Source: an optimization exercise on an open RTL-to-GDS flow (aim: small area, a short achievable clock period and few clock cycles). Production flows keep margins and buffers that such runs may drop.
RTL that was checked went through simulation tests only; none was proved equivalent to the original.
For run 5, only the layout was checked, not whether the RTL still works.
Power and IR drop assume default switching activity.

==> design/flow/design.v <==
package fb_pkg;
	localparam int PKT_BITS = 52;
	localparam int SYM_FIELD_BITS = 8;
	localparam int COORD_BITS = 16;
	localparam int COLOR_BITS = 4;
	localparam int COLOR_WORD_BITS = 3 * COLOR_BITS;
	localparam logic [COLOR_BITS-1:0] DEFAULT_CHAN = COLOR_BITS'(5);
	typedef struct packed {
		logic [COLOR_WORD_BITS-1:0] color;
		logic [COORD_BITS-1:0]      width;
		logic [COORD_BITS-1:0]      height;
		logic [SYM_FIELD_BITS-1:0]  sym_id;
	} prog_pkt_t;
	typedef struct packed {
		logic [PKT_BITS-2*COORD_BITS-SYM_FIELD_BITS-1:0] rsvd;
		logic [COORD_BITS-1:0]                          top;
		logic [COORD_BITS-1:0]                          left;
		logic [SYM_FIELD_BITS-1:0]                      sym_id;
	} draw_pkt_t;
	typedef union packed {
		prog_pkt_t prog;
		draw_pkt_t draw;
	} pkt_word_t;
endpackage
`timescale 1ns/1ps
import fb_pkg::*;
module attr_tables
#(
	parameter int SYM_ID_BITS = 4
) (
	input  logic                       i_clk,
	input  logic                       i_prog_we,
	input  fb_pkg::pkt_word_t          i_pkt,
	input  logic [SYM_ID_BITS-1:0]     i_dim_id,
	input  logic [SYM_ID_BITS-1:0]     i_color_id,
	output logic [1:0]                 o_width,
	output logic [1:0]                 o_height,
	output logic [COLOR_WORD_BITS-1:0] o_color
);
	localparam int NUM_SYMS = 1 << SYM_ID_BITS;
	logic [COLOR_WORD_BITS-1:0] color_mem  [NUM_SYMS];
	logic [1:0]                 width_mem  [NUM_SYMS];
	logic [1:0]                 height_mem [NUM_SYMS];
	logic [SYM_ID_BITS-1:0] wr_id;
	logic [1:0]             wr_width;
	logic [1:0]             wr_height;
	assign wr_id = i_pkt.prog.sym_id[SYM_ID_BITS-1:0];
	always_comb begin
		wr_width  = i_pkt.prog.width[1:0];
		if (i_pkt.prog.width[COORD_BITS-1:2] != '0) begin
			wr_width = 2'd3;
		end
		wr_height = i_pkt.prog.height[1:0];
		if (i_pkt.prog.height[COORD_BITS-1:2] != '0 || i_pkt.prog.height[1:0] == 2'd3) begin
			wr_height = 2'd2;
		end
	end
	always_ff @(posedge i_clk) begin
		if (i_prog_we) begin
			color_mem[wr_id]  <= i_pkt.prog.color;
			width_mem[wr_id]  <= wr_width;
			height_mem[wr_id] <= wr_height;
		end
	end
	assign o_width  = width_mem[i_dim_id];
	assign o_height = height_mem[i_dim_id];
	always_ff @(posedge i_clk) begin
		o_color <= color_mem[i_color_id];
	end
endmodule
`timescale 1ns/1ps
import fb_pkg::*;
module draw_cmd_fifo
#(
	parameter int SYM_ID_BITS = 4
) (
	input  logic                   i_clk,
	input  logic                   n_btn_rst,
	input  logic                   i_push,
	input  fb_pkg::pkt_word_t      i_pkt,
	input  logic [1:0]             i_width,
	input  logic [1:0]             i_height,
	output logic                   o_valid,
	output logic [SYM_ID_BITS-1:0] o_id,
	output logic [1:0]             o_left,
	output logic [1:0]             o_top,
	output logic [1:0]             o_width,
	output logic [1:0]             o_height
);
	logic on_grid;
	assign on_grid = (i_pkt.draw.left[COORD_BITS-1:2] == '0) &&
	                 (i_pkt.draw.top[COORD_BITS-1:2] == '0) &&
	                 (i_pkt.draw.top[1:0] != 2'd3);
	always_ff @(posedge i_clk or negedge n_btn_rst) begin
		if (!n_btn_rst) begin
			o_valid <= 1'b0;
		end else begin
			o_valid <= i_push && on_grid;
		end
	end
	always_ff @(posedge i_clk) begin
		o_id     <= i_pkt.draw.sym_id[SYM_ID_BITS-1:0];
		o_left   <= i_pkt.draw.left[1:0];
		o_top    <= i_pkt.draw.top[1:0];
		o_width  <= i_width;
		o_height <= i_height;
	end
endmodule
`timescale 1ns/1ps
module sym_rasterizer
#(
	parameter int H_UNITS = 4,
	parameter int V_UNITS = 3
) (
	input  logic                         i_valid,
	input  logic [1:0]                   i_left,
	input  logic [1:0]                   i_top,
	input  logic [1:0]                   i_width,
	input  logic [1:0]                   i_height,
	output logic [H_UNITS*V_UNITS-1:0]   o_wr_mask
);
	logic [H_UNITS-1:0] col_hit;
	logic [V_UNITS-1:0] row_hit;
	logic [3:0]         x_reach;
	logic [3:0]         y_reach;
	assign x_reach = {i_width == 2'd3, i_width[1], i_width != 2'd0, 1'b1};
	assign y_reach = {i_height == 2'd3, i_height[1], i_height != 2'd0, 1'b1};
	always_comb begin
		for (int x = 0; x < H_UNITS; x++) begin
			col_hit[x] = 1'b0;
			for (int l = 0; l <= x; l++) begin
				col_hit[x] = col_hit[x] | ((i_left == 2'(l)) & x_reach[x - l]);
			end
		end
		for (int y = 0; y < V_UNITS; y++) begin
			row_hit[y] = 1'b0;
			for (int t = 0; t <= y; t++) begin
				row_hit[y] = row_hit[y] | ((i_top == 2'(t)) & y_reach[y - t]);
			end
		end
	end
	for (genvar u = 0; u < H_UNITS * V_UNITS; u++) begin : g_unit
		assign o_wr_mask[u] = i_valid && col_hit[u % H_UNITS] && row_hit[u / H_UNITS];
	end
endmodule
`timescale 1ns/1ps
module page_store #(
	parameter int SYM_ID_BITS = 4,
	parameter int H_UNITS = 4,
	parameter int V_UNITS = 3
) (
	input  logic                         i_clk,
	input  logic                         n_btn_rst,
	input  logic                         i_flip,
	input  logic [H_UNITS*V_UNITS-1:0]   i_wr_mask,
	input  logic [SYM_ID_BITS-1:0]       i_wr_id,
	input  logic [1:0]                   i_rd_col,
	input  logic [1:0]                   i_rd_row,
	input  logic [H_UNITS*V_UNITS-1:0]   i_clear_mask,
	output logic [SYM_ID_BITS-1:0]       o_rd_id
);
	localparam int NUM_UNITS = H_UNITS * V_UNITS;
	logic front_sel;
	always_ff @(posedge i_clk or negedge n_btn_rst) begin
		if (!n_btn_rst) begin
			front_sel <= 1'b0;
		end else if (i_flip) begin
			front_sel <= ~front_sel;
		end
	end
	logic [SYM_ID_BITS-1:0] unit_mem [2][NUM_UNITS];
	for (genvar p = 0; p < 2; p++) begin : g_page
		logic                   is_front;
		logic [SYM_ID_BITS-1:0] wr_data;
		assign is_front = (front_sel == 1'(p));
		assign wr_data  = is_front ? '0 : i_wr_id;
		for (genvar u = 0; u < NUM_UNITS; u++) begin : g_unit
			logic wr_en;
			assign wr_en = is_front ? i_clear_mask[u] : i_wr_mask[u];
			always_ff @(posedge i_clk) begin
				if (wr_en) begin
					unit_mem[p][u] <= wr_data;
				end
			end
		end
	end
	logic [SYM_ID_BITS-1:0] front_mem [NUM_UNITS];
	for (genvar u = 0; u < NUM_UNITS; u++) begin : g_front
		assign front_mem[u] = front_sel ? unit_mem[1][u] : unit_mem[0][u];
	end
	logic [SYM_ID_BITS-1:0] row_rd [V_UNITS];
	for (genvar y = 0; y < V_UNITS; y++) begin : g_row
		assign row_rd[y] = front_mem[y * H_UNITS + int'(i_rd_col)];
	end
	assign o_rd_id = i_rd_row[1] ? row_rd[2] : (i_rd_row[0] ? row_rd[1] : row_rd[0]);
endmodule
`timescale 1ns/1ps
import fb_pkg::*;
module pixel_colorer
#(
	parameter int SYM_ID_BITS = 4,
	parameter int H_UNITS = 4,
	parameter int V_UNITS = 3
) (
	input  logic                       i_clk,
	input  logic                       n_btn_rst,
	input  logic                       i_draw_en,
	input  logic [COORD_BITS-1:0]      i_sx,
	input  logic [COORD_BITS-1:0]      i_sy,
	input  logic [SYM_ID_BITS-1:0]     i_rd_id,
	input  logic [COLOR_WORD_BITS-1:0] i_color,
	output logic [1:0]                 o_rd_col,
	output logic [1:0]                 o_rd_row,
	output logic [H_UNITS*V_UNITS-1:0] o_clear_mask,
	output logic [SYM_ID_BITS-1:0]     o_color_id,
	output logic [COLOR_BITS-1:0]      o_color_r,
	output logic [COLOR_BITS-1:0]      o_color_g,
	output logic [COLOR_BITS-1:0]      o_color_b
);
	logic                   last_pix;
	logic                   en_q1;
	logic                   en_q2;
	logic [SYM_ID_BITS-1:0] id_q1;
	assign o_rd_col = i_sx[3:2];
	assign o_rd_row = i_sy[3:2];
	assign last_pix = i_draw_en && (i_sx[1:0] == 2'd3) && (i_sy[1:0] == 2'd3);
	for (genvar u = 0; u < H_UNITS * V_UNITS; u++) begin : g_clr
		assign o_clear_mask[u] = last_pix && (i_sx[3:2] == 2'(u % H_UNITS)) &&
		                         (i_sy[3:2] == 2'(u / H_UNITS));
	end
	always_ff @(posedge i_clk) begin
		id_q1 <= i_rd_id;
	end
	assign o_color_id = id_q1;
	always_ff @(posedge i_clk or negedge n_btn_rst) begin
		if (!n_btn_rst) begin
			en_q1 <= 1'b0;
			en_q2 <= 1'b0;
		end else begin
			en_q1 <= i_draw_en;
			en_q2 <= en_q1;
		end
	end
	always_ff @(posedge i_clk) begin
		if (en_q2) begin
			o_color_r <= i_color[COLOR_BITS-1:0];
			o_color_g <= i_color[2*COLOR_BITS-1:COLOR_BITS];
			o_color_b <= i_color[3*COLOR_BITS-1:2*COLOR_BITS];
		end else begin
			o_color_r <= DEFAULT_CHAN;
			o_color_g <= DEFAULT_CHAN;
			o_color_b <= DEFAULT_CHAN;
		end
	end
endmodule
`timescale 1ns/1ps
import fb_pkg::*;
module framebuf_manager
#(
	parameter int SYM_ID_BITS = 4,
	parameter int H_UNITS = 4,
	parameter int V_UNITS = 3
) (
	input  logic                  i_clk,
	input  logic                  n_btn_rst,
	input  logic                  i_sym_mode,
	input  logic                  i_pkt_valid,
	input  fb_pkg::pkt_word_t     i_pkt,
	input  logic                  i_frame_end,
	input  logic                  i_draw_en,
	input  logic [COORD_BITS-1:0] i_sx,
	input  logic [COORD_BITS-1:0] i_sy,
	output logic [COLOR_BITS-1:0] o_color_r,
	output logic [COLOR_BITS-1:0] o_color_g,
	output logic [COLOR_BITS-1:0] o_color_b,
	output logic                  o_cmd_full,
	output logic                  o_draw_idle
);
	localparam int NUM_UNITS = H_UNITS * V_UNITS;
	logic                       prog_we;
	logic                       draw_we;
	logic [1:0]                 sym_width;
	logic [1:0]                 sym_height;
	logic                       cmd_valid;
	logic [SYM_ID_BITS-1:0]     cmd_id;
	logic [1:0]                 cmd_left;
	logic [1:0]                 cmd_top;
	logic [1:0]                 cmd_width;
	logic [1:0]                 cmd_height;
	logic [NUM_UNITS-1:0]       wr_mask;
	logic [NUM_UNITS-1:0]       clear_mask;
	logic [1:0]                 rd_col;
	logic [1:0]                 rd_row;
	logic [SYM_ID_BITS-1:0]     rd_id;
	logic [SYM_ID_BITS-1:0]     color_id;
	logic [COLOR_WORD_BITS-1:0] color_word;
	assign prog_we = i_pkt_valid && !i_sym_mode;
	assign draw_we = i_pkt_valid && i_sym_mode;
	assign o_cmd_full  = 1'b0;
	assign o_draw_idle = 1'b1;
	attr_tables #(.SYM_ID_BITS(SYM_ID_BITS)) u_attr (
		.i_clk(i_clk), .i_prog_we(prog_we), .i_pkt(i_pkt),
		.i_dim_id(i_pkt.draw.sym_id[SYM_ID_BITS-1:0]), .i_color_id(color_id),
		.o_width(sym_width), .o_height(sym_height), .o_color(color_word)
	);
	draw_cmd_fifo #(.SYM_ID_BITS(SYM_ID_BITS)) u_fifo (
		.i_clk(i_clk), .n_btn_rst(n_btn_rst), .i_push(draw_we), .i_pkt(i_pkt),
		.i_width(sym_width), .i_height(sym_height),
		.o_valid(cmd_valid), .o_id(cmd_id), .o_left(cmd_left), .o_top(cmd_top),
		.o_width(cmd_width), .o_height(cmd_height)
	);
	sym_rasterizer #(.H_UNITS(H_UNITS), .V_UNITS(V_UNITS)) u_rast (
		.i_valid(cmd_valid), .i_left(cmd_left), .i_top(cmd_top),
		.i_width(cmd_width), .i_height(cmd_height), .o_wr_mask(wr_mask)
	);
	page_store #(.SYM_ID_BITS(SYM_ID_BITS), .H_UNITS(H_UNITS), .V_UNITS(V_UNITS)) u_pages (
		.i_clk(i_clk), .n_btn_rst(n_btn_rst), .i_flip(i_frame_end), .i_wr_mask(wr_mask), .i_wr_id(cmd_id),
		.i_rd_col(rd_col), .i_rd_row(rd_row), .i_clear_mask(clear_mask), .o_rd_id(rd_id)
	);
	pixel_colorer #(.SYM_ID_BITS(SYM_ID_BITS), .H_UNITS(H_UNITS), .V_UNITS(V_UNITS)) u_colorer (
		.i_clk(i_clk), .n_btn_rst(n_btn_rst), .i_draw_en(i_draw_en),
		.i_sx(i_sx), .i_sy(i_sy), .i_rd_id(rd_id), .i_color(color_word),
		.o_rd_col(rd_col), .o_rd_row(rd_row), .o_clear_mask(clear_mask),
		.o_color_id(color_id),
		.o_color_r(o_color_r), .o_color_g(o_color_g), .o_color_b(o_color_b)
	);
endmodule
==> design/flow/flow/run.sh <==
#!/bin/bash
# The standard layout (the standard.sh, unchanged synthesis and steps),
# with every input and output port buffered by a plain buf_1 instead of the
# cell buffer_ports picks by default. All tool output goes to flow.log
set -o pipefail
bash standard.sh "BUFFER_PORTS_ARGS=-buffer_cell sky130_fd_sc_hd__buf_1" finish > flow.log 2>&1
==> design/flow/standard.sh <==
#!/bin/bash
# synth_recipe.tcl (not shown) runs the flow's synth.tcl, then flattens the netlist and writes it again
# the make line also repeats each setting of config.mk as NAME=value (left out here)
make -C /OpenROAD-flow-scripts/flow DESIGN_CONFIG=/design/flow/config.mk WORK_HOME=/design/flow/orfs CLKGATE_MAP_FILE= SYNTH_SCRIPT=/design/flow/synth_recipe.tcl "${@:-finish}"
==> design/flow/config.mk <==
export PLATFORM = sky130hd
export DESIGN_NAME = framebuf_manager
export DESIGN_NICKNAME = framebuf_manager
export VERILOG_FILES = /design/flow/design.v
export SDC_FILE = /design/flow/constraint.sdc
export NUM_CORES = 4
export LEC_CHECK = 0
export CAP_MARGIN = 20
export CORE_MARGIN = 2
export CORE_UTILIZATION = 60
export CTS_BUF_LIST = sky130_fd_sc_hd__clkbuf_16
export CTS_CLUSTER_DIAMETER = 100
export CTS_CLUSTER_SIZE = 30
export SETUP_SLACK_MARGIN = 3.85
export SLEW_MARGIN = 20
==> design/flow/constraint.sdc <==
create_clock -name core_clock -period 6.0 [get_ports {i_clk}]
set_input_delay 1.2000 -clock core_clock [delete_from_list [all_inputs] [get_ports {i_clk}]]
set_output_delay 1.2000 -clock core_clock [all_outputs]
set_load 0.01 [all_outputs]
==> summary.md, run 1 <==
| Metric | Value |
|---|---|
| Most frequent cells in the layout | `edfxtp_1, mux4_2, buf_1, buf_4` |
| Port buffer count | `73` |
| Post-route cell area | `0.0175 mm²` |
| FF/Latch Area | `0.0115 mm²` |
| Core Rows | `57` |
| Post-DP HPWL | `17.9 mm` |
| Netlist cell types | `42` |
| Leakage | `5.70 nW` |
| Placeable Area | `0.0245 mm²` |
| Register area share after synthesis | `76.1%` |
| Final Hold Fails | `0` |
| Fill cells | `1501` |
| Top routing layer used | `met4` |
| Final setup fails | `0` |
| First-pass GRT wire length | `46.7 mm` |
| Post-synth EDFFs | `352` |
| Worst slew pin tran | `0.904 ns` |
| Kind of critical path | `reg2out` |
| Yosys reg bits | `396` |
| Root Buffer | `clkbuf_16` |
| Most common cell after layout, fill and taps aside | `edfxtp_1` |
| Placed standard-cell area | `0.0159 mm²` |
| Critical path's top delay family | `flip-flops` |
| Top area cells in the synthesized netlist | `edfxtp_1, mux4_2, dfxtp_1` |
| Data required, critical path | `4.80 ns` |
| Place WS | `2.50 ns` |
| Met3 WL | `1.75 mm` |
| Yosys top cell by area | `edfxtp_1` |
| Worst vdd ir | `323 µV` |
| Vias | `7450` |
| Hold slack | `0.364 ns` |
| # clock sinks | `396` |
| TritonCTS clock tree | `yes` |
| Gate power share | `16.5%` |
| Setup ws final | `3.83 ns` |
| Hold buffer count at cts | `0` |
| TritonCTS Buffers | `17` |
| Pin count of the biggest net entering global routing | `49` |
| Critical Path End Type | `output port` |
| Status | `no timing/DRC/antenna violations` |
| Max incr delay on CP | `0.34 ns` |
| Worst endpoint data arrival time | `0.97 ns` |
| Synthesis-to-finish area growth | `15.9%` |
| Critical path buffers and inverters | `1` |
| Post-layout nets | `958` |
| Switch Pwr | `0.00134 W` |
| Met2 WL | `15.7 mm` |
| Final wirelength | `31.3 mm` |
| Rel. slew slack | `39.6%` |
| Max Root-Sink Buffers | `3` |
| 1st-iter DRT viols | `768` |
| Count of final max-slew check failures | `0` |
| Area of the multi-input gates | `0.00384 mm²` |
| Syn nets | `832` |
| Initial cell density of the core | `61.6%` |
| Diodes inserted | `0` |
| Yosys warnings | `8` |
| CP Cell Sequence | `buf_6` |
| CTS clock-pin slew for the worst setup and hold paths | `0.12 ns` |
| Synth Cell Area | `0.0151 mm²` |
| Routed Antenna Nets | `0` |
| Startpoint Class | `flip-flop` |
| Crit Path Max Fanout | `1` |
| Max-cap violations | `0` |
| Die X | `162 µm` |
| Gp weighted congestion | `0.799` |
| Ys async rst share | `1.01%` |
| Most used DFF post-synth | `edfxtp_1` |
| Full die area | `0.0264 mm²` |
| H-Tree Depth | `1` |
| GR Overflow Total | `0` |
| Wirelength per Cell | `26.1 µm` |
| Clk network pwr share | `24.1%` |
| Fmax | `0.460 GHz` |
| Post-synth top area share | `70.1%` |
| I/O pins | `104` |
| Syn_area_per_cell | `20.3 µm²` |
| Final Cycle Share | `36.2%` |
| Post-route minimum period | `2.17 ns` |
| Internal Pwr Total | `0.00412 W` |
| Vias in the first global route | `7625` |
| Sw frac | `24.5%` |
| Routed metal-1 wirelength | `13.3 mm` |
| DR pass1 iterations | `5` |
| Power Density | `313 mW/mm²` |
| Die H | `162 µm` |
| Setup tns final | `0 ns` |
| Hold Crit Class | `reg2reg` |
| Seq pwr share | `59.4%` |
| RSZ-0062 raised after global routing | `true` |
| Synthesized instance count | `742` |
| Drc violations | `0` |
| Via density | `6.20` |
| Layout cells sized above 1 | `32.7%` |
| Worst-Skew Late Latency | `0.52 ns` |
| Clock Skews | `0.0272 ns` |
| Initial antenna violation count | `0` |
| Overall routing resource usage | `24.2%` |
| Slowest stage cell on the critical path | `dfxtp_2` |
==> flip-flops by register name (all words and copies together) (netlist names), 2 cells and up <==
register and cells:
u_attr.color_mem 192, u_fifo.o_left 2, u_colorer.o_color_g 4, u_attr.height_mem 32, u_fifo.o_width 2, u_attr.o_color 12, u_colorer.o_color_b 4, u_fifo.o_id 4
u_fifo.o_height 2, u_colorer.o_color_r 4, u_pages.unit_mem 96, u_attr.width_mem 32, u_fifo.o_top 2, u_colorer.id_q1 4
==> layout make-up <==
type	instances	share of cell area, %
repair buffers	144	7.06
clock buffers	17	2.44
well taps	324	2.32
flip-flops and latches	396	65.7
inverters	3	0.0645
multi-input cells	306	22.0
clock inverters	12	0.408
==> Yosys cell counts, drive strengths merged (2+ instances only) <==
cell,instances
edfxtp,352
mux4,96
dfxtp,40
nand2,40
o21ai,25
nand3,24
nor2,22
buf,21
mux2i,20
clkbuf,17
and2,11
nand2b,10
nor4,8
nand4,7
nor2b,7
nor3,6
a22oi,4
dfrtp,4
mux2,4
o211ai,4
inv,3
or2,3
conb,2
==> logic make-up (layout without fill, tap and decap cells) <==
family,count (synthesis),in the layout,synth area share [%]
multiplexers,120,120,16.0
buffers and inverters,41,176,1.44
AO/OA/AOI/OAI,39,39,1.53
other,2,2,0.0498
AND/OR/NAND/NOR,143,144,4.79
XOR/XNOR,1,1,0.0581
flip-flops,396,396,76.1
==> routing by layer <==
metal / vias to the layer above / global-route usage, %
li1: 3263 / -
met5: - / 0
met4: 0 / 5.75
met3: 44 / 2.55
met2: 244 / 39.6
met1: 3899 / 36.3
==> what timing repair did <==
item / CTS / global route
resized for setup: 39 / 42
cloned: 1 / 3
pin swaps: 20 / 6
setup buffers: 46 / 14
setup endpoints to repair: 408 / 186
==> through the flow <==
stage               cells  util [%]  total power [W]
finish               1202      71.4          0.00546
global placement     1109      65.1          0.00408
detailed placement   1109      65.1          0.00411
CTS                  1185      70.1          0.00547
floorplan             742         -          0.00391
global route         1202      71.4          0.00567
==> path summary, 6_finish.rpt <==
| kind | from | to | slack [ns] | depth (start not counted) |
|---|---|---|---|---|
| max | u_colorer.o_color_g[3]$_SDFF_PN0_ | o_color_g[3] | 3.83 | 1 |
| min | u_colorer.en_q1$_DFF_PN0_ | u_colorer.en_q2$_DFF_PN0_ | 0.36 | 0 |
| max reg2reg | u_pages.front_sel$_DFFE_PN0P_ | u_colorer.id_q1[2]$_DFF_P_ | 3.97 | 4 |
| max in group asynchronous | n_btn_rst | u_pages.front_sel$_DFFE_PN0P_ | 5.20 | 1 |
| min in group asynchronous | n_btn_rst | u_pages.front_sel$_DFFE_PN0P_ | 0.53 | 1 |
| min reg2reg | u_colorer.en_q1$_DFF_PN0_ | u_colorer.en_q2$_DFF_PN0_ | 0.36 | 0 |
==> power groups by stage <==
stage,sequential (W),combinational (W),clock (W)
after floorplan,0.00324,0.000672,0
after global placement,0.00337,0.000715,0
after detailed placement,0.00338,0.000732,0
after CTS,0.00326,0.000854,0.00135
after global routing,0.00327,0.000965,0.00144
final,0.00325,0.000902,0.00132
Testbench counts, summed over its fixed seeds: cycles 1,536.
==> inputs of run 2 (changes only) <==
==> design/flow/run.sh (new file) <==
#!/bin/bash
# synth_recipe.tcl (not shown) runs the flow's synth.tcl, then flattens the netlist and writes it again
# the make line also repeats each setting of config.mk as NAME=value (left out here)
make -C /OpenROAD-flow-scripts/flow DESIGN_CONFIG=/design/flow/config.mk WORK_HOME=/design/flow/orfs CLKGATE_MAP_FILE= SYNTH_SCRIPT=/design/flow/synth_recipe.tcl finish
removed: design/flow/flow/run.sh
removed: design/flow/standard.sh
==> run 2 against run 1 <==
Compared with the run above:
- non-clock buffer count fell by 4
- global-route usage rose by 0.28 points
- core utilization rose by 1.7 points
- clock skew fell by 0.0038 ns
- hold slack improved by 0.029 ns
- fmax rose by 0.33%
- synthesized cell count did not move
- combinational power rose by 5.5%
- power rose by 1.3%
- critical endpoint unchanged
- largest power group unchanged
==> summary.md, run 2 <==
| Metric | Value |
|---|---|
| Status | `no timing/DRC/antenna violations (unchanged)` |
| Area of the multi-input gates | `0.00389 mm² (was 0.00384 mm²)` |
| Initial antenna violation count | `0 (unchanged)` |
| GR Overflow Total | `0 (unchanged)` |
| Layout cells sized above 1 | `33.8% (was 32.7%)` |
| R2r endpoint | `u_colorer.id_q1[2]$_DFF_P_ (unchanged)` |
| Post-layout nets | `954 (was 958)` |
| Setup tns final | `0 ns (unchanged)` |
| Startpoint Class | `flip-flop (unchanged)` |
| Wirelength per Cell | `26.1 µm (about the same)` |
| Via density | `6.22 (was 6.20)` |
| Largest Register | `u_attr.color_mem (unchanged)` |
| Port buffer count | `73 (unchanged)` |
| Worst vdd ir | `294 µV (was 323 µV)` |
| Hold Crit Class | `reg2reg (unchanged)` |
| Die H | `162 µm (unchanged)` |
| Yosys warnings | `8 (unchanged)` |
| Cell count of the worst hold path | `0 (unchanged)` |
| Worst-Skew Late Latency | `0.53 ns (was 0.52 ns)` |
| Hold endpoint | `u_colorer.en_q2$_DFF_PN0_ (unchanged)` |
| Kind of critical path | `reg2out (unchanged)` |
| Count of final max-slew check failures | `0 (unchanged)` |
| Fill cells | `1402 (was 1501)` |
| Synth Cell Area | `0.0151 mm² (unchanged)` |
| CTS clock-pin slew for the worst setup and hold paths | `0.10 ns (was 0.12 ns)` |
| Final Hold Fails | `0 (unchanged)` |
| Netlist cell types | `42 (unchanged)` |
| Number of flip-flops in the largest register | `192 (unchanged)` |
| # clock sinks | `396 (unchanged)` |
| Yosys top cell by area | `edfxtp_1 (unchanged)` |
| Leakage | `5.93 nW (was 5.70 nW)` |
| Routed Antenna Nets | `0 (unchanged)` |
| Worst r2r src | `u_pages.front_sel$_DFFE_PN0P_ (unchanged)` |
| Drc violations | `0 (unchanged)` |
| Synthesized instance count | `742 (unchanged)` |
| Total power after layout | `0.00553 W (was 0.00546 W)` |
| Max-cap violations | `0 (unchanged)` |
| Critical Path End Type | `output port (unchanged)` |
| H-Tree Depth | `1 (unchanged)` |
| Synthesis-to-finish area growth | `18.6% (was 15.9%)` |
| Reg2Reg Setup Slack | `3.93 ns (was 3.97 ns)` |
| Syn_area_per_cell | `20.3 µm² (unchanged)` |
| Worst slew pin tran | `1.10 ns (was 0.904 ns)` |
| I/O pins | `104 (unchanged)` |
| Core Rows | `57 (unchanged)` |
| Post-route minimum period | `2.17 ns (about the same)` |
| Pin count of the biggest net entering global routing | `49 (unchanged)` |
| Crit Path Max Fanout | `1 (unchanged)` |
| Diodes inserted | `0 (unchanged)` |
| First-pass GRT wire length | `47.1 mm (was 46.7 mm)` |
| Worst endpoint data arrival time | `0.97 ns (about the same)` |
| Post-synth top area share | `70.1% (unchanged)` |
| Most used DFF post-synth | `edfxtp_1 (unchanged)` |
| Vias in the first global route | `7675 (was 7625)` |
| Top post-synthesis cells by count | `edfxtp_1, mux4_2, dfxtp_1, nand2_1, nand3_1 (unchanged)` |
| DR pass1 iterations | `5 (unchanged)` |
| Gp weighted congestion | `0.813 (was 0.799)` |
| Yosys reg bits | `396 (unchanged)` |
| Die X | `162 µm (unchanged)` |
| Final setup fails | `0 (unchanged)` |
| Max Root-Sink Buffers | `3 (unchanged)` |
| Final Cycle Share | `36.1% (was 36.2%)` |
| Overall routing resource usage | `24.5% (was 24.2%)` |
| Initial cell density of the core | `61.6% (unchanged)` |
| Critical path's top delay family | `flip-flops (unchanged)` |
| Most common cell after layout, fill and taps aside | `edfxtp_1 (unchanged)` |
| Top area cells in the synthesized netlist | `edfxtp_1, mux4_2, dfxtp_1 (unchanged)` |
| Placeable Area | `0.0245 mm² (unchanged)` |
| Slowest stage cell on the critical path | `dfxtp_2 (unchanged)` |
| Register area share after synthesis | `76.1% (unchanged)` |
| TritonCTS Buffers | `17 (unchanged)` |
| Ys async rst share | `1.01% (unchanged)` |
| Data required, critical path | `4.80 ns (about the same)` |
| Regs by FF count | `u_attr.color_mem x192, u_pages.unit_mem x96 (unchanged)` |
| R2R depth | `5 (was 4)` |
| FF/Latch Area | `0.0115 mm² (about the same)` |
| TritonCTS clock tree | `yes (unchanged)` |
| Cell with the most instances after synthesis | `edfxtp_1 (unchanged)` |
| Syn nets | `832 (unchanged)` |
| Clock Skews | `0.0234 ns (was 0.0272 ns)` |
| Power Density | `310 mW/mm² (was 313 mW/mm²)` |
| Full die area | `0.0264 mm² (unchanged)` |
| 1st-iter DRT viols | `736 (was 768)` |
| Rel. slew slack | `26.3% (was 39.6%)` |
| Final wirelength | `31.3 mm (about the same)` |
| Fmax | `0.461 GHz (was 0.460 GHz)` |
| Max incr delay on CP | `0.34 ns (about the same)` |
| Vias | `7463 (was 7450)` |
| Most frequent cells in the layout | `edfxtp_1, mux4_2, nand2_1, buf_4, dfxtp_1 (was edfxtp_1, mux4_2, buf_1, buf_4)` |
| Post-synth EDFFs | `352 (unchanged)` |
| Hold Startpoint | `u_colorer.en_q1$_DFF_PN0_ (unchanged)` |
| Root Buffer | `clkbuf_16 (unchanged)` |
| Worst Setup SP | `u_colorer.o_color_g[3]$_SDFF_PN0_ (unchanged)` |
| CP Cell Sequence | `buf_6 (unchanged)` |
| Post-DP HPWL | `18.0 mm (was 17.9 mm)` |
| Critical path buffers and inverters | `1 (unchanged)` |
| RSZ-0062 raised after global routing | `true (unchanged)` |
==> run 2: cell types whose count changed in the layout (fill, tap and decap cells not counted), sizes merged <==
cell,previous run,this run
buf,139,88
clkdlybuf4s50,0,21
dlygate4sd2,0,18
clkdlybuf4s15,0,6
dlymetal6s2s,0,2
inv,14,16
bufbuf,0,1
clkbuf,22,21
clkinv,1,0
nor2b,8,7
or2,3,4
==> run 2: repair_timing <==
action,4_1_cts,5_1_grt
hold buffers,0,0
setup endpoints to repair,448,225
setup buffers,49,9
gates resized for setup,175,42
pin swaps,34,17
cloned,4,1
==> run 2: cell type report <==
cell class / instances / area share, %
clock buffer: 17 / 2.38
clock inverter: 13 / 0.413
inverter: 3 / 0.0630
multi-input combinational: 306 / 21.8
sequential: 396 / 64.3
tap: 324 / 2.27
timing repair buffer: 140 / 8.80
==> run 2: cells by family after synthesis <==
logic type | share of synthesized area (%)
buffers and inverters | 1.44
AO/OA/AOI/OAI | 1.53
other | 0.0498
XOR/XNOR | 0.0581
flip-flops | 76.1
multiplexers | 16.0
AND/OR/NAND/NOR | 4.79
==> run 2: how the worst max path moves through the flow <==
| stage | to | slack, ns | cells past startpoint |
|---|---|---|---|
| after floorplan | u_attr.color_mem[1][0]$_DFFE_PP_ | 3.34 | 3 |
| after global placement | u_attr.color_mem[3][6]$_DFFE_PP_ | 1.86 | 4 |
| after detailed placement | u_attr.color_mem[3][5]$_DFFE_PP_ | 1.83 | 4 |
| after CTS | o_color_b[0] | 3.81 | 1 |
| after global routing | o_color_b[1] | 3.79 | 1 |
| final | o_color_g[3] | 3.83 | 1 |
==> run 2: stage by stage <==
stage          instance area, µm²  std cells  util, %  hold slack [ns]  worst slack, ns
2_1_floorplan               15500        742        -            0.331             3.34
3_3_place_gp                16400       1106     66.9            0.349             1.86
3_5_place_dp                16400       1106     66.9            0.353             1.83
4_1_cts                     17700       1189     72.4            0.398             3.81
5_1_grt                     17900       1199     73.1            0.404             3.79
6_report                    17900       1199     73.1            0.393             3.83
==> run 2: metal layers <==
layer,up-vias,part of all wire [%],track usage (%)
met2,258,52,42.8
met3,35,5.9,3.13
met1,3922,41,34.4
met5,-,0,0
li1,3248,-,-
met4,0,1.6,4.02
==> run 2: where the power goes <==
part / internal, W / leakage (nW) / switching [W]
logic: 0.000491 / 1.98 / 0.000461
registers: 0.00315 / 3.67 / 0.000102
clock network: 0.000539 / 0.281 / 0.000794
==> inputs of run 3 (changes only) <==
==> design/flow/flow/run.sh (new file) <==
#!/bin/bash
# The standard layout (the standard.sh, unchanged synthesis and steps),
# with every input and output port buffered by a plain buf_2, and the clock
# tree built without buffers at its branching points. All tool output goes
# to flow.log
set -o pipefail
bash standard.sh "BUFFER_PORTS_ARGS=-buffer_cell sky130_fd_sc_hd__buf_2" \
	"CTS_ARGS=-sink_clustering_enable -repair_clock_nets -sink_clustering_size 30 -sink_clustering_max_diameter 100 -buf_list sky130_fd_sc_hd__clkbuf_16 -branching_point_buffers_distance 1000 -distance_between_buffers 1000" \
	finish > flow.log 2>&1
==> design/flow/standard.sh (new file) <==
#!/bin/bash
# synth_recipe.tcl (not shown) runs the flow's synth.tcl, then flattens the netlist and writes it again
# the make line also repeats each setting of config.mk as NAME=value (left out here)
make -C /OpenROAD-flow-scripts/flow DESIGN_CONFIG=/design/flow/config.mk WORK_HOME=/design/flow/orfs CLKGATE_MAP_FILE= SYNTH_SCRIPT=/design/flow/synth_recipe.tcl "${@:-finish}"
removed: design/flow/run.sh
==> run 3 against run 2 <==
Compared with the run above:
- clock power hardly changed
- fmax hardly changed
- sequential share of layout area is 2.1 points higher
- largest cell class unchanged
- critical path type unchanged
- critical path depth stayed put
- largest power group unchanged
- still clean on timing, DRC and antenna
- setup slack worse by 0.0015 ns
- synthesized cell count stayed put
- combinational power is 2.9% lower
- register-to-register slack worse by 0.05 ns
- core utilization is 2.3 points lower
==> summary.md, run 3 <==
| Metric | Value |
|---|---|
| Status | `no timing/DRC/antenna violations (unchanged)` |
| Vias | `7276 (was 7463)` |
| Initial antenna violation count | `1 (was 0)` |
| Yosys warnings | `8 (unchanged)` |
| Largest family of logic cells by synthesized area | `multiplexers (unchanged)` |
| Max-cap violations | `0 (unchanged)` |
| Gp weighted congestion | `0.775 (was 0.813)` |
| Clock Skews | `0.0205 ns (was 0.0234 ns)` |
| Ys async rst share | `1.01% (unchanged)` |
| Fill cells | `1478 (was 1402)` |
| Netlist cell types | `42 (unchanged)` |
| Synthesis-to-finish area growth | `14.8% (was 18.6%)` |
| Drc violations | `0 (unchanged)` |
| Hold buffer count at cts | `0 (unchanged)` |
| Synth Area in Simple Gates | `4.79% (unchanged)` |
| CP Cell Sequence | `buf_2 (was buf_6)` |
| GR peak layer | `met2 (unchanged)` |
| Hold slack | `0.378 ns (was 0.393 ns)` |
| Rel. slew slack | `30.0% (was 26.3%)` |
| Die X | `162 µm (unchanged)` |
| Full die area | `0.0264 mm² (unchanged)` |
| Reg2Reg Setup Slack | `3.88 ns (was 3.93 ns)` |
| Cell with the most instances after synthesis | `edfxtp_1 (unchanged)` |
| Placeable Area | `0.0245 mm² (unchanged)` |
| Core Rows | `57 (unchanged)` |
| Fmax | `0.461 GHz (about the same)` |
| Power Density | `317 mW/mm² (was 310 mW/mm²)` |
| Yosys reg bits | `396 (unchanged)` |
| Adder-cell share of the synthesized area | `0% (unchanged)` |
| Leakage | `5.68 nW (was 5.93 nW)` |
| Multiplexer share of the synthesized area | `16.0% (unchanged)` |
| DR pass1 iterations | `6 (was 5)` |
| Final Cycle Share | `36.1% (about the same)` |
| # clock sinks | `396 (unchanged)` |
| Number of flip-flops in the largest register | `192 (unchanged)` |
| Register area share after synthesis | `76.1% (unchanged)` |
| Most used DFF post-synth | `edfxtp_1 (unchanged)` |
| Post-synth top area share | `70.1% (unchanged)` |
| Port buffer count | `73 (unchanged)` |
| Count of final max-slew check failures | `0 (unchanged)` |
| Final setup fails | `0 (unchanged)` |
| Via density | `6.19 (was 6.22)` |
| Final Hold Fails | `0 (unchanged)` |
| Syn_area_per_cell | `20.3 µm² (unchanged)` |
| Post-layout nets | `931 (was 954)` |
| Critical path's top delay family | `flip-flops (unchanged)` |
| Kind of critical path | `reg2out (unchanged)` |
| Vias in the first global route | `7689 (was 7675)` |
| Worst endpoint data arrival time | `0.97 ns (about the same)` |
| Slowest stage cell on the critical path | `dfxtp_1 (was dfxtp_2)` |
| Data required, critical path | `4.80 ns (about the same)` |
| Pin count of the biggest net entering global routing | `49 (unchanged)` |
| First-pass GRT wire length | `46.8 mm (was 47.1 mm)` |
| Root Buffer | `clkbuf_16 (unchanged)` |
| Synth Area in XOR/XNOR | `0.0581% (unchanged)` |
| Top area cells in the synthesized netlist | `edfxtp_1, mux4_2, dfxtp_1 (unchanged)` |
| Worst-Skew Late Latency | `0.52 ns (was 0.53 ns)` |
| Syn nets | `832 (unchanged)` |
| Synth Cell Area | `0.0151 mm² (unchanged)` |
| TritonCTS Buffers | `17 (unchanged)` |
| Final wirelength | `30.8 mm (was 31.3 mm)` |
| Die H | `162 µm (unchanged)` |
| Layout cells sized above 1 | `36.8% (was 33.8%)` |
| Placed standard-cell area | `0.0160 mm² (was 0.0164 mm²)` |
| Synthesized instance count | `742 (unchanged)` |
| Regs by FF count | `u_attr.color_mem x192, u_pages.unit_mem x96 (unchanged)` |
| Met2 Track Usage GR | `41.2% (was 42.8%)` |
| Max Root-Sink Buffers | `3 (unchanged)` |
| I/O pins | `104 (unchanged)` |
| Diodes inserted | `0 (unchanged)` |
| Routed Antenna Nets | `0 (unchanged)` |
| Startpoint Class | `flip-flop (unchanged)` |
| Most frequent cells in the layout | `edfxtp_1, mux4_2, buf_2, nand2_1, dfxtp_1 (was edfxtp_1, mux4_2, nand2_1, buf_4, dfxtp_1)` |
| Most common cell after layout, fill and taps aside | `edfxtp_1 (unchanged)` |
| RSZ-0062 raised after global routing | `true (unchanged)` |
| Top post-synthesis cells by count | `edfxtp_1, mux4_2, dfxtp_1, nand2_1, nand3_1 (unchanged)` |
| Worst vdd ir | `324 µV (was 294 µV)` |
| Critical Path End Type | `output port (unchanged)` |
| H-Tree Depth | `1 (unchanged)` |
| Grt met1 use | `34.6% (was 34.4%)` |
| Largest Register | `u_attr.color_mem (unchanged)` |
| Critical path buffers and inverters | `1 (unchanged)` |
| Worst slew pin tran | `1.05 ns (was 1.10 ns)` |
| CTS clock-pin slew for the worst setup and hold paths | `0.11 ns (was 0.10 ns)` |
| Wirelength per Cell | `26.2 µm (was 26.1 µm)` |
| Overall routing resource usage | `24.4% (was 24.5%)` |
| Yosys top cell by area | `edfxtp_1 (unchanged)` |
| Compound-Gate Fraction of Synth Area | `1.53% (unchanged)` |
| TritonCTS clock tree | `yes (unchanged)` |
| Post-route cell area | `0.0173 mm² (was 0.0179 mm²)` |
| 1st-iter DRT viols | `754 (was 736)` |
| Post-route minimum period | `2.17 ns (about the same)` |
| Post-DP HPWL | `18.1 mm (was 18.0 mm)` |
| Setup tns final | `0 ns (unchanged)` |
| Crit Path Max Fanout | `1 (unchanged)` |
| Post-synth EDFFs | `352 (unchanged)` |
| Initial cell density of the core | `61.6% (unchanged)` |
| M3 GR Usage | `3.46% (was 3.13%)` |
| Hold Crit Class | `reg2reg (unchanged)` |
| Max incr delay on CP | `0.33 ns (was 0.34 ns)` |
| GR Overflow Total | `0 (unchanged)` |
[run 3: cell counts after synthesis]
Identical to the previous run, type by type.
[run 3: path summary, 6_finish.rpt]
kind,start,to,depth (start not counted)
min reg2reg,u_colorer.en_q1$_DFF_PN0_,u_colorer.en_q2$_DFF_PN0_,0
min,u_colorer.en_q1$_DFF_PN0_,u_colorer.en_q2$_DFF_PN0_,0
min in group asynchronous,n_btn_rst,u_pages.front_sel$_DFFE_PN0P_,1
max in group asynchronous,n_btn_rst,u_pages.front_sel$_DFFE_PN0P_,1
max,u_colorer.o_color_b[0]$_SDFF_PN1_,o_color_b[0],1
max reg2reg,u_pages.front_sel$_DFFE_PN0P_,u_colorer.id_q1[2]$_DFF_P_,5
[run 3: kinds of logic (layout without fill, tap and decap cells)]
| kind of cell | count (synthesis) | in the layout |
|---|---|---|
| AOI/OAI and AO/OA | 39 | 39 |
| xor gates and xnor gates | 1 | 1 |
| buffers and inverters | 41 | 150 |
| DFF | 396 | 396 |
| muxes | 120 | 120 |
| other | 2 | 2 |
| and+or+nand+nor | 143 | 143 |
[run 3: power breakdown]
group          total [W]  internal, W  switching (W)
logic           0.000924     0.000455       0.000470
clock network    0.00132     0.000534       0.000781
registers        0.00324      0.00315      0.0000942
total            0.00548      0.00414        0.00135
[run 3: what timing repair did]
item / CTS / global route
setup endpoints to repair: 384 / 193
pin swaps: 20 / 3
gates resized for setup: 22 / 25
setup buffers: 39 / 3
[run 3: routing by layer]
layer	up-vias	part of all wire [%]
met3	41	4.9
li1	3201	-
met4	2	1.9
met2	184	51
met5	-	0.023
met1	3848	42
[run 3: per-stage QoR]
| step | setup WS, ns | utilization, % | power, W | std cells |
|---|---|---|---|---|
| final | 3.83 | 70.7 | 0.00548 | 1175 |
| after global routing | 3.79 | 70.7 | 0.00568 | 1175 |
| after CTS | 3.81 | 70.1 | 0.00550 | 1172 |
| after detailed placement | 2.37 | 65.4 | 0.00412 | 1104 |
| after global placement | 2.43 | 65.4 | 0.00409 | 1104 |
| after floorplan | 3.34 | - | 0.00391 | 742 |
[run 3: layout make-up]
cell class | count | area (µm²) | area share (%)
flip-flops and latches | 396 | 11500 | 66.4
multi-input cells | 305 | 3840 | 22.2
well taps | 324 | 405 | 2.34
clock inverters | 12 | 71.3 | 0.412
clock buffers | 17 | 425 | 2.46
repair buffers | 118 | 1060 | 6.15
inverters | 3 | 11.3 | 0.0651
==> inputs of run 4 (changes only) <==
==> design/flow/flow/run.sh (replaced) <==
#!/bin/bash
# The standard layout (the standard.sh, unchanged synthesis and steps),
# with every input and output port buffered by a plain buf_2, and the clock
# tree's sinks clustered in one level. All tool output goes to flow.log
set -o pipefail
bash standard.sh "BUFFER_PORTS_ARGS=-buffer_cell sky130_fd_sc_hd__buf_2" \
	"CTS_ARGS=-sink_clustering_enable -repair_clock_nets -sink_clustering_size 30 -sink_clustering_max_diameter 100 -buf_list sky130_fd_sc_hd__clkbuf_16 -sink_clustering_levels 1 -balance_levels" \
	finish > flow.log 2>&1
==> run 4 against run 3 <==
Compared with the run above:
- largest cell class unchanged
- combinational power about the same
- highest routed layer unchanged
- sequential cell count stayed put
- largest power group unchanged
- power unchanged
==> summary.md, run 4 <==
| Metric | Value |
|---|---|
| Met2 WL | `15.8 mm (unchanged)` |
| Fill cells | `1478 (unchanged)` |
| Max Root-Sink Buffers | `3 (unchanged)` |
| Worst slew pin tran | `1.05 ns (unchanged)` |
| Status | `no timing/DRC/antenna violations (unchanged)` |
| Overall routing resource usage | `24.4% (unchanged)` |
| Fin util | `70.7% (unchanged)` |
| Final wirelength | `30.8 mm (unchanged)` |
| Count of final max-slew check failures | `0 (unchanged)` |
| Hold Startpoint | `u_colorer.en_q1$_DFF_PN0_ (unchanged)` |
| Regs by FF count | `u_attr.color_mem x192, u_pages.unit_mem x96 (unchanged)` |
| Most frequent cells in the layout | `edfxtp_1, mux4_2, buf_2, nand2_1, dfxtp_1 (unchanged)` |
| Place WS | `2.37 ns (unchanged)` |
| Max incr delay on CP | `0.33 ns (about the same)` |
| Startpoint Class | `flip-flop (unchanged)` |
| Met3 WL | `1.51 mm (unchanged)` |
| Finished Layout Cells | `1175 (unchanged)` |
| Root Buffer | `clkbuf_16 (unchanged)` |
| Placeable Area | `0.0245 mm² (unchanged)` |
| Pin count of the biggest net entering global routing | `49 (unchanged)` |
| RSZ-0062 raised after global routing | `true (unchanged)` |
| Post-route cell area | `0.0173 mm² (unchanged)` |
| Most common cell after layout, fill and taps aside | `edfxtp_1 (unchanged)` |
| Synthesized instance count | `742 (unchanged)` |
| H-Tree Depth | `1 (unchanged)` |
| Register area share after synthesis | `76.1% (unchanged)` |
| Wirelength per Cell | `26.2 µm (unchanged)` |
| Setup ws final | `3.83 ns (unchanged)` |
| R2r endpoint | `u_colorer.id_q1[2]$_DFF_P_ (unchanged)` |
| Routed metal-1 wirelength | `12.9 mm (unchanged)` |
| TritonCTS Buffers | `17 (unchanged)` |
| Yosys reg bits | `396 (unchanged)` |
| Syn nets | `832 (unchanged)` |
| Post-DP HPWL | `18.1 mm (unchanged)` |
| Final Hold Fails | `0 (unchanged)` |
| Layout cells sized above 1 | `36.8% (unchanged)` |
| Cell with the most instances after synthesis | `edfxtp_1 (unchanged)` |
| Yosys warnings | `8 (unchanged)` |
| Critical path buffers and inverters | `1 (unchanged)` |
| Clock Skews | `0.0205 ns (unchanged)` |
| Initial antenna violation count | `1 (unchanged)` |
| Dpl cells | `1104 (unchanged)` |
| Yosys top cell by area | `edfxtp_1 (unchanged)` |
| Setup tns final | `0 ns (unchanged)` |
| Leakage | `5.68 nW (unchanged)` |
| Post-layout nets | `931 (unchanged)` |
| Post-synth top area share | `70.1% (unchanged)` |
| Syn_area_per_cell | `20.3 µm² (unchanged)` |
| Vias in the first global route | `7689 (unchanged)` |
| Hold endpoint | `u_colorer.en_q2$_DFF_PN0_ (unchanged)` |
| Die X | `162 µm (unchanged)` |
| Drc violations | `0 (unchanged)` |
| Fmax | `0.461 GHz (unchanged)` |
| # clock sinks | `396 (unchanged)` |
| TritonCTS clock tree | `yes (unchanged)` |
| Port buffer count | `73 (unchanged)` |
| Largest Register | `u_attr.color_mem (unchanged)` |
| Synthesis-to-finish area growth | `14.8% (unchanged)` |
| R2R depth | `5 (unchanged)` |
| Hold buffer count at cts | `0 (unchanged)` |
| Worst endpoint data arrival time | `0.97 ns (about the same)` |
| Hold Crit Class | `reg2reg (unchanged)` |
| Worst-Skew Late Latency | `0.52 ns (about the same)` |
| Via density | `6.19 (unchanged)` |
| Critical path's top delay family | `flip-flops (unchanged)` |
| Full die area | `0.0264 mm² (unchanged)` |
| Final Cycle Share | `36.1% (unchanged)` |
| Slowest stage cell on the critical path | `dfxtp_1 (unchanged)` |
| Rel. slew slack | `30.0% (unchanged)` |
| CTS clock-pin slew for the worst setup and hold paths | `0.11 ns (about the same)` |
| Worst r2r src | `u_pages.front_sel$_DFFE_PN0P_ (unchanged)` |
| 1st-iter DRT viols | `754 (unchanged)` |
| Final setup fails | `0 (unchanged)` |
| Critical Path End Type | `output port (unchanged)` |
| Crit Path Max Fanout | `1 (unchanged)` |
| Routed Antenna Nets | `0 (unchanged)` |
| Max-cap violations | `0 (unchanged)` |
| Cell count of the worst hold path | `0 (unchanged)` |
| Die H | `162 µm (unchanged)` |
| Diodes inserted | `0 (unchanged)` |
| Data required, critical path | `4.80 ns (about the same)` |
| Initial cell density of the core | `61.6% (unchanged)` |
| GR Overflow Total | `0 (unchanged)` |
| Placed standard-cell area | `0.0160 mm² (unchanged)` |
| Vias | `7276 (unchanged)` |
| Reg2Reg Setup Slack | `3.88 ns (about the same)` |
| Power Density | `317 mW/mm² (unchanged)` |
| Top post-synthesis cells by count | `edfxtp_1, mux4_2, dfxtp_1, nand2_1, nand3_1 (unchanged)` |
| Core Rows | `57 (unchanged)` |
| Top area cells in the synthesized netlist | `edfxtp_1, mux4_2, dfxtp_1 (unchanged)` |
| DR pass1 iterations | `6 (unchanged)` |
| Worst vdd ir | `324 µV (unchanged)` |
| Ys async rst share | `1.01% (unchanged)` |
| First-pass GRT wire length | `46.8 mm (unchanged)` |
| Kind of critical path | `reg2out (unchanged)` |
| Gp weighted congestion | `0.775 (unchanged)` |
| Post-route minimum period | `2.17 ns (unchanged)` |
| Post-synth EDFFs | `352 (unchanged)` |
| Synth Cell Area | `0.0151 mm² (unchanged)` |
| Top routing layer used | `met5 (unchanged)` |
| Number of flip-flops in the largest register | `192 (unchanged)` |
| I/O pins | `104 (unchanged)` |
| Netlist cell types | `42 (unchanged)` |
| CP Cell Sequence | `buf_2 (unchanged)` |
| Most used DFF post-synth | `edfxtp_1 (unchanged)` |
==> run 4: cells by family (layout without fill, tap and decap cells) <==
group	count (synthesis)	in the layout	synth area share, %
other cells	2	2	0.0498
compound gates	39	39	1.53
mux	120	120	16.0
simple gates	143	143	4.79
xor+xnor	1	1	0.0581
flops	396	396	76.1
buf+inv	41	150	1.44
==> run 4: layer usage <==
| metal | GRT usage [%] | vias to the layer above |
|---|---|---|
| li1 | - | 3201 |
| met1 | 34.6 | 3848 |
| met2 | 41.2 | 184 |
| met3 | 3.46 | 41 |
| met4 | 5.51 | 2 |
| met5 | 0 | - |
==> run 4: what timing repair did <==
item	4_1_cts	5_1_grt
pin swaps	20	3
setup buffers	39	3
gates resized for setup	22	25
endpoints found under the hold margin	0	0
setup endpoints to repair	384	193
==> run 4: worst max path at each step <==
stage / start / endpoint / slack (ns) / depth (start not counted)
2_1_floorplan: i_sym_mode / u_attr.color_mem[1][0]$_DFFE_PP_ / 3.34 / 3
3_3_place_gp: i_pkt[0] / u_attr.color_mem[3][3]$_DFFE_PP_ / 2.43 / 3
3_5_place_dp: i_pkt[0] / u_attr.color_mem[3][5]$_DFFE_PP_ / 2.37 / 3
4_1_cts: u_colorer.o_color_g[2]$_SDFF_PN1_ / o_color_g[2] / 3.81 / 1
5_1_grt: u_colorer.o_color_b[0]$_SDFF_PN1_ / o_color_b[0] / 3.79 / 1
6_report: u_colorer.o_color_b[0]$_SDFF_PN1_ / o_color_b[0] / 3.83 / 1
==> run 4: final cells by class <==
| class | count | area [µm²] | area share [%] |
|---|---|---|---|
| clock buffers | 17 | 425 | 2.46 |
| clock inverters | 12 | 71.3 | 0.412 |
| inverters | 3 | 11.3 | 0.0651 |
| multi-input cells | 305 | 3840 | 22.2 |
| flip-flops and latches | 396 | 11500 | 66.4 |
| well taps | 324 | 405 | 2.34 |
| repair buffers | 118 | 1060 | 6.15 |
==> run 4: per-stage QoR <==
step                      total power, W  hold slack [ns]
after CTS                        0.00550            0.383
after floorplan                  0.00391            0.331
final                            0.00548            0.378
after global placement           0.00409            0.344
after global routing             0.00568            0.390
after detailed placement         0.00412            0.362
==> run 4: where the power goes <==
part	internal, W	switching [W]
Sequential	0.00315	0.0000942
Combinational	0.000455	0.000470
Clock	0.000534	0.000781
Total	0.00414	0.00135
==> inputs of run 5 (changes only) <==
--- a/design/flow/design.v
+++ b/design/flow/design.v
@@ -79,12 +79,8 @@
 	input  logic                   i_push,
 	input  fb_pkg::pkt_word_t      i_pkt,
-	input  logic [1:0]             i_width,
-	input  logic [1:0]             i_height,
 	output logic                   o_valid,
 	output logic [SYM_ID_BITS-1:0] o_id,
 	output logic [1:0]             o_left,
-	output logic [1:0]             o_top,
-	output logic [1:0]             o_width,
-	output logic [1:0]             o_height
+	output logic [1:0]             o_top
 );
 	logic on_grid;
@@ -103,6 +99,4 @@
 		o_left   <= i_pkt.draw.left[1:0];
 		o_top    <= i_pkt.draw.top[1:0];
-		o_width  <= i_width;
-		o_height <= i_height;
 	end
 endmodule
@@ -286,6 +280,4 @@
 	logic [1:0]                 cmd_left;
 	logic [1:0]                 cmd_top;
-	logic [1:0]                 cmd_width;
-	logic [1:0]                 cmd_height;
 	logic [NUM_UNITS-1:0]       wr_mask;
 	logic [NUM_UNITS-1:0]       clear_mask;
@@ -301,16 +293,14 @@
 	attr_tables #(.SYM_ID_BITS(SYM_ID_BITS)) u_attr (
 		.i_clk(i_clk), .i_prog_we(prog_we), .i_pkt(i_pkt),
-		.i_dim_id(i_pkt.draw.sym_id[SYM_ID_BITS-1:0]), .i_color_id(color_id),
+		.i_dim_id(cmd_id), .i_color_id(color_id),
 		.o_width(sym_width), .o_height(sym_height), .o_color(color_word)
 	);
 	draw_cmd_fifo #(.SYM_ID_BITS(SYM_ID_BITS)) u_fifo (
 		.i_clk(i_clk), .n_btn_rst(n_btn_rst), .i_push(draw_we), .i_pkt(i_pkt),
-		.i_width(sym_width), .i_height(sym_height),
-		.o_valid(cmd_valid), .o_id(cmd_id), .o_left(cmd_left), .o_top(cmd_top),
-		.o_width(cmd_width), .o_height(cmd_height)
+		.o_valid(cmd_valid), .o_id(cmd_id), .o_left(cmd_left), .o_top(cmd_top)
 	);
 	sym_rasterizer #(.H_UNITS(H_UNITS), .V_UNITS(V_UNITS)) u_rast (
 		.i_valid(cmd_valid), .i_left(cmd_left), .i_top(cmd_top),
-		.i_width(cmd_width), .i_height(cmd_height), .o_wr_mask(wr_mask)
+		.i_width(sym_width), .i_height(sym_height), .o_wr_mask(wr_mask)
 	);
 	page_store #(.SYM_ID_BITS(SYM_ID_BITS), .H_UNITS(H_UNITS), .V_UNITS(V_UNITS)) u_pages (
==> design/flow/flow/run.sh (replaced) <==
#!/bin/bash
# The standard layout (the standard.sh, unchanged synthesis and steps),
# with every input and output port buffered by a plain buf_2 instead of the
# cell buffer_ports picks by default. All tool output goes to flow.log
set -o pipefail
bash standard.sh "BUFFER_PORTS_ARGS=-buffer_cell sky130_fd_sc_hd__buf_2" finish > flow.log 2>&1
==> run 5 against run 4 <==
Compared with the run above:
- still clean
- non-clock buffer count grew 9
- wire length increased by 1.1%
- hold slack worse by 0.015 ns
- via count is 1.9% higher
- design area up 1.1%
- clock power barely moved
- synthesized cell count fell by 3.6%
- setup slack got worse by 0.26 ns
- power fell by 1.4%
- core utilization is 0.77 points higher
- global-route usage grew 0.21 points
- critical path type is now reg2reg
- largest cell class unchanged
==> summary.md, run 5 <==
| Metric | Value |
|---|---|
| Status | `no timing/DRC/antenna violations (unchanged)` |
| 1st-iter DRT viols | `942 (was 754)` |
| Fin util | `71.5% (was 70.7%)` |
| Top area cells in the synthesized netlist | `edfxtp_1, mux4_2, dfxtp_1 (unchanged)` |
| Fill cells | `1468 (was 1478)` |
| Final Cycle Share | `40.6% (was 36.1%)` |
| CP dominant cell by count | `buf_6` |
| Cell with the most instances after synthesis | `edfxtp_1 (unchanged)` |
| Fmax | `0.411 GHz (was 0.461 GHz)` |
| Root Buffer | `clkbuf_16 (unchanged)` |
| Post-synth top area share | `70.3% (was 70.1%)` |
| Max-cap violations | `0 (unchanged)` |
| FF/Latch Area | `0.0114 mm² (was 0.0115 mm²)` |
| CP Cell Sequence | `buf_6 -> buf_6 -> mux4_2 -> nor3_2 -> o41ai_2 -> buf_4 -> nand3b_1 -> buf_6 -> o22ai_4 (was buf_2)` |
| Layout cells sized above 1 | `40.4% (was 36.8%)` |
| Final Hold Fails | `0 (unchanged)` |
| R2r endpoint | `u_pages.unit_mem[4][1]$_DFFE_PP_ (was u_colorer.id_q1[2]$_DFF_P_)` |
| Area of the multi-input gates | `0.00411 mm² (was 0.00384 mm²)` |
| Syn nets | `805 (was 832)` |
| Worst slew pin tran | `1.01 ns (was 1.05 ns)` |
| RSZ-0062 raised after global routing | `true (unchanged)` |
| Setup tns final | `0 ns (unchanged)` |
| Cell count of the worst hold path | `0 (unchanged)` |
| Data required, critical path | `6.21 ns (was 4.80 ns)` |
| Hold Crit Class | `reg2reg (unchanged)` |
| Most used DFF post-synth | `edfxtp_1 (unchanged)` |
| Yosys warnings | `8 (unchanged)` |
| Worst-Skew Late Latency | `0.53 ns (was 0.52 ns)` |
| Top post-synthesis cells by count | `edfxtp_1, mux4_2, dfxtp_1 (was edfxtp_1, mux4_2, dfxtp_1, nand2_1, nand3_1)` |
| Critical path buffers and inverters | `4 (was 1)` |
| R2R depth | `9 (was 5)` |
| Count of final max-slew check failures | `0 (unchanged)` |
| Most frequent cells in the layout | `edfxtp_1, mux4_2, buf_2, buf_4, dfxtp_1 (was edfxtp_1, mux4_2, buf_2, nand2_1, dfxtp_1)` |
| Post-route minimum period | `2.43 ns (was 2.17 ns)` |
| Most common cell after layout, fill and taps aside | `edfxtp_1 (unchanged)` |
| Placeable Area | `0.0245 mm² (unchanged)` |
| Power Density | `309 mW/mm² (was 317 mW/mm²)` |
| Number of flip-flops in the largest register | `192 (unchanged)` |
| Synth Cell Area | `0.0150 mm² (was 0.0151 mm²)` |
| Hold endpoint | `u_colorer.en_q2$_DFF_PN0_ (unchanged)` |
| Ys async rst share | `1.02% (was 1.01%)` |
| Yosys reg bits | `392 (was 396)` |
| Worst r2r src | `u_fifo.o_id[0]$_DFF_P_ (was u_pages.front_sel$_DFFE_PN0P_)` |
| Vias | `7412 (was 7276)` |
| Critical path's top delay family | `compound AO/OA/AOI/OAI gates (was flip-flops)` |
| Vias in the first global route | `7629 (was 7689)` |
| Syn_area_per_cell | `21.0 µm² (was 20.3 µm²)` |
| I/O pins | `104 (unchanged)` |
| H-Tree Depth | `1 (unchanged)` |
| Hold buffer count at cts | `0 (unchanged)` |
| Post-layout nets | `915 (was 931)` |
| Via density | `6.39 (was 6.19)` |
| Rel. slew slack | `32.3% (was 30.0%)` |
| CP Depth | `9 (was 1)` |
| Kind of critical path | `reg2reg (was reg2out)` |
| Routed Antenna Nets | `0 (unchanged)` |
| Core Rows | `57 (unchanged)` |
| Final wirelength | `31.1 mm (was 30.8 mm)` |
| Die H | `162 µm (about the same)` |
| # clock sinks | `392 (was 396)` |
| Drc violations | `0 (unchanged)` |
| Crit Path Max Fanout | `6 (was 1)` |
| Regs by FF count | `u_attr.color_mem x192, u_pages.unit_mem x96 (unchanged)` |
| Worst vdd ir | `290 µV (was 324 µV)` |
| First-pass GRT wire length | `46.9 mm (was 46.8 mm)` |
| Initial cell density of the core | `61.5% (was 61.6%)` |
| DR pass1 iterations | `5 (was 6)` |
| TritonCTS Buffers | `17 (unchanged)` |
| Largest Register | `u_attr.color_mem (unchanged)` |
| Hold Startpoint | `u_colorer.en_q1$_DFF_PN0_ (unchanged)` |
| Initial antenna violation count | `0 (was 1)` |
| Overall routing resource usage | `24.6% (was 24.4%)` |
| Gp weighted congestion | `0.736 (was 0.775)` |
| Wirelength per Cell | `26.8 µm (was 26.2 µm)` |
| Final setup fails | `0 (unchanged)` |
| Register area share after synthesis | `75.8% (was 76.1%)` |
| Synthesis-to-finish area growth | `16.3% (was 14.8%)` |
| Slowest stage cell on the critical path | `dfxtp_4 (was dfxtp_1)` |
| Die X | `162 µm (about the same)` |
| Startpoint Class | `flip-flop (unchanged)` |
| TritonCTS clock tree | `yes (unchanged)` |
| Post-DP HPWL | `17.9 mm (was 18.1 mm)` |
| Reg2Reg Setup Slack | `3.57 ns (was 3.88 ns)` |
| CTS clock-pin slew for the worst setup and hold paths | `0.11 ns (about the same)` |
| Clock Skews | `0.0418 ns (was 0.0205 ns)` |
| Full die area | `0.0263 mm² (was 0.0264 mm²)` |
| Leakage | `5.69 nW (was 5.68 nW)` |
| GR Overflow Total | `0 (unchanged)` |
| Pin count of the biggest net entering global routing | `49 (unchanged)` |
| Synthesized instance count | `715 (was 742)` |
| Max Root-Sink Buffers | `3 (unchanged)` |
| Max incr delay on CP | `0.40 ns (was 0.33 ns)` |
| Post-synth EDFFs | `352 (unchanged)` |
| Netlist cell types | `46 (was 42)` |
| Worst endpoint data arrival time | `2.65 ns (was 0.97 ns)` |
| Port buffer count | `73 (unchanged)` |
| Yosys top cell by area | `edfxtp_1 (unchanged)` |
| Critical Path End Type | `flip-flop (was output port)` |
==> run 5: cell count changes after synthesis, moves of 5 or more <==
cell	change
nand2_1	-22
o22ai_1	+20
nand3_1	-15
mux4_1	+12
o21ai_0	-12
mux2i_1	-11
o21ai_1	-7
a21oi_1	+6
mux4_2	-6
nand3b_1	+5
==> run 5: final cells by class <==
type / count / share of cell area, %
diodes: 1 / 0.0143
multi-input cells: 280 / 23.5
clock buffers: 17 / 2.43
inverters: 7 / 0.150
repair buffers: 127 / 5.94
well taps: 324 / 2.32
flip-flops and latches: 392 / 65.3
clock inverters: 12 / 0.408
==> run 5: power breakdown <==
group	internal, W	switching [W]
Combinational	0.000440	0.000415
Clock	0.000534	0.000785
Sequential	0.00312	0.000109
Total	0.00409	0.00131
==> run 5: metrics by stage <==
stage / area (µm²) / instances / setup slack [ns] / total power [W] / hold slack, ns
floorplan: 15600 / 715 / 3.34 / 0.00383 / 0.331
global placement: 16200 / 1084 / 2.74 / 0.00402 / 0.340
detailed placement: 16200 / 1084 / 2.65 / 0.00405 / 0.343
CTS: 17300 / 1153 / 3.59 / 0.00541 / 0.367
global route: 17500 / 1159 / 3.50 / 0.00560 / 0.379
finish: 17500 / 1160 / 3.57 / 0.00540 / 0.363
==> run 5: cell families after synthesis <==
logic type,count (synthesis),synth area share (%)
flip-flops,392,75.8
multiplexers,116,16.6
AND/OR/NAND/NOR,113,4.03
AO/OA/AOI/OAI,47,2.07
buffers and inverters,43,1.36
other,2,0.0499
adder cells (fa/ha/maj),1,0.0915
XOR/XNOR,1,0.0583
==> run 5: what timing repair did <==
| item | in CTS | in global routing |
|---|---|---|
| endpoints found under the setup margin | 331 | 163 |
| pin swaps | 24 | 21 |
| buffers inserted | 40 | 6 |
| resized for setup | 49 | 21 |
| gates cloned | 0 | 0 |
==> run 5: how the worst max path moves through the flow <==
| stage | endpoint | slack [ns] | startpoint |
|---|---|---|---|
| after global placement | u_attr.color_mem[0][5]$_DFFE_PP_ | 2.74 | i_sym_mode |
| after detailed placement | u_attr.color_mem[0][5]$_DFFE_PP_ | 2.65 | i_sym_mode |
| final | u_pages.unit_mem[4][1]$_DFFE_PP_ | 3.57 | u_fifo.o_id[0]$_DFF_P_ |
| after global routing | u_pages.unit_mem[4][2]$_DFFE_PP_ | 3.50 | u_fifo.o_id[0]$_DFF_P_ |
| after floorplan | u_attr.color_mem[2][0]$_DFFE_PP_ | 3.34 | i_sym_mode |
| after CTS | u_pages.unit_mem[5][2]$_DFFE_PP_ | 3.59 | u_fifo.o_id[0]$_DFF_P_ |
==> run 5: layer usage <==
metal / up-vias / share of wire, % / GRT usage (%)
met5: - / 0 / 0
met4: 0 / 1.9 / 5.55
met3: 34 / 6.2 / 2.53
met2: 263 / 50 / 40.1
met1: 3937 / 42 / 37.1
li1: 3178 / - / -
==> run 5: worst reg2reg max path, cell delays in order (launching register included) <==
cell      delay, ns
dfxtp_4        0.40
buf_6          0.15
buf_6          0.12
mux4_2         0.37
nor3_2         0.05
o41ai_2        0.37
buf_4          0.17
nand3b_1       0.09
buf_6          0.17
o22ai_4        0.25

[afterwards: timing with drivers on the ports]
The flow's constraints put no driver on any port. The routed layouts listed below were extracted and timed again, unchanged, in two steps. Step 1: set_driving_cell puts a clkbuf_16 on i_clk and a buf_2 on each other input, an assumption about the parent block. Step 2 also shifts input and output timing later by t, the mid clock arrival at the registers, as if the neighbouring blocks saw the same clock. Slacks: ideal / step 1 / step 2; pairs: ideal / step 1.
| run | t (ns) | slack for setup (ns) | worst hold slack (ns) | worst setup path at the end | worst data-port slew with drivers (ns) |
|---|---|---|---|---|---|
| run 1 | 0.554 | 3.826 / 3.778 / 3.287 | 0.364 / 0.364 / 0.364 | input to register | 0.05 |
| run 2 | 0.565 | 3.833 / 3.785 / 3.282 | 0.393 / 0.393 / 0.393 | input to register | 0.05 |
| run 3 | 0.555 | 3.831 / 3.784 / 3.326 | 0.378 / 0.378 / 0.378 | input to register | 0.07 |
| run 4 | 0.555 | 3.831 / 3.784 / 3.326 | 0.378 / 0.378 / 0.378 | input to register | 0.07 |
| run 5 | 0.557 | 3.567 / 3.567 / 3.194 | 0.363 / 0.363 / 0.363 | input to register | 0.07 |
After both steps every run listed still meets setup and hold. The setup slack of run 2, which loses most, moves by -0.048 ns with the drivers and by -0.551 ns with both steps.
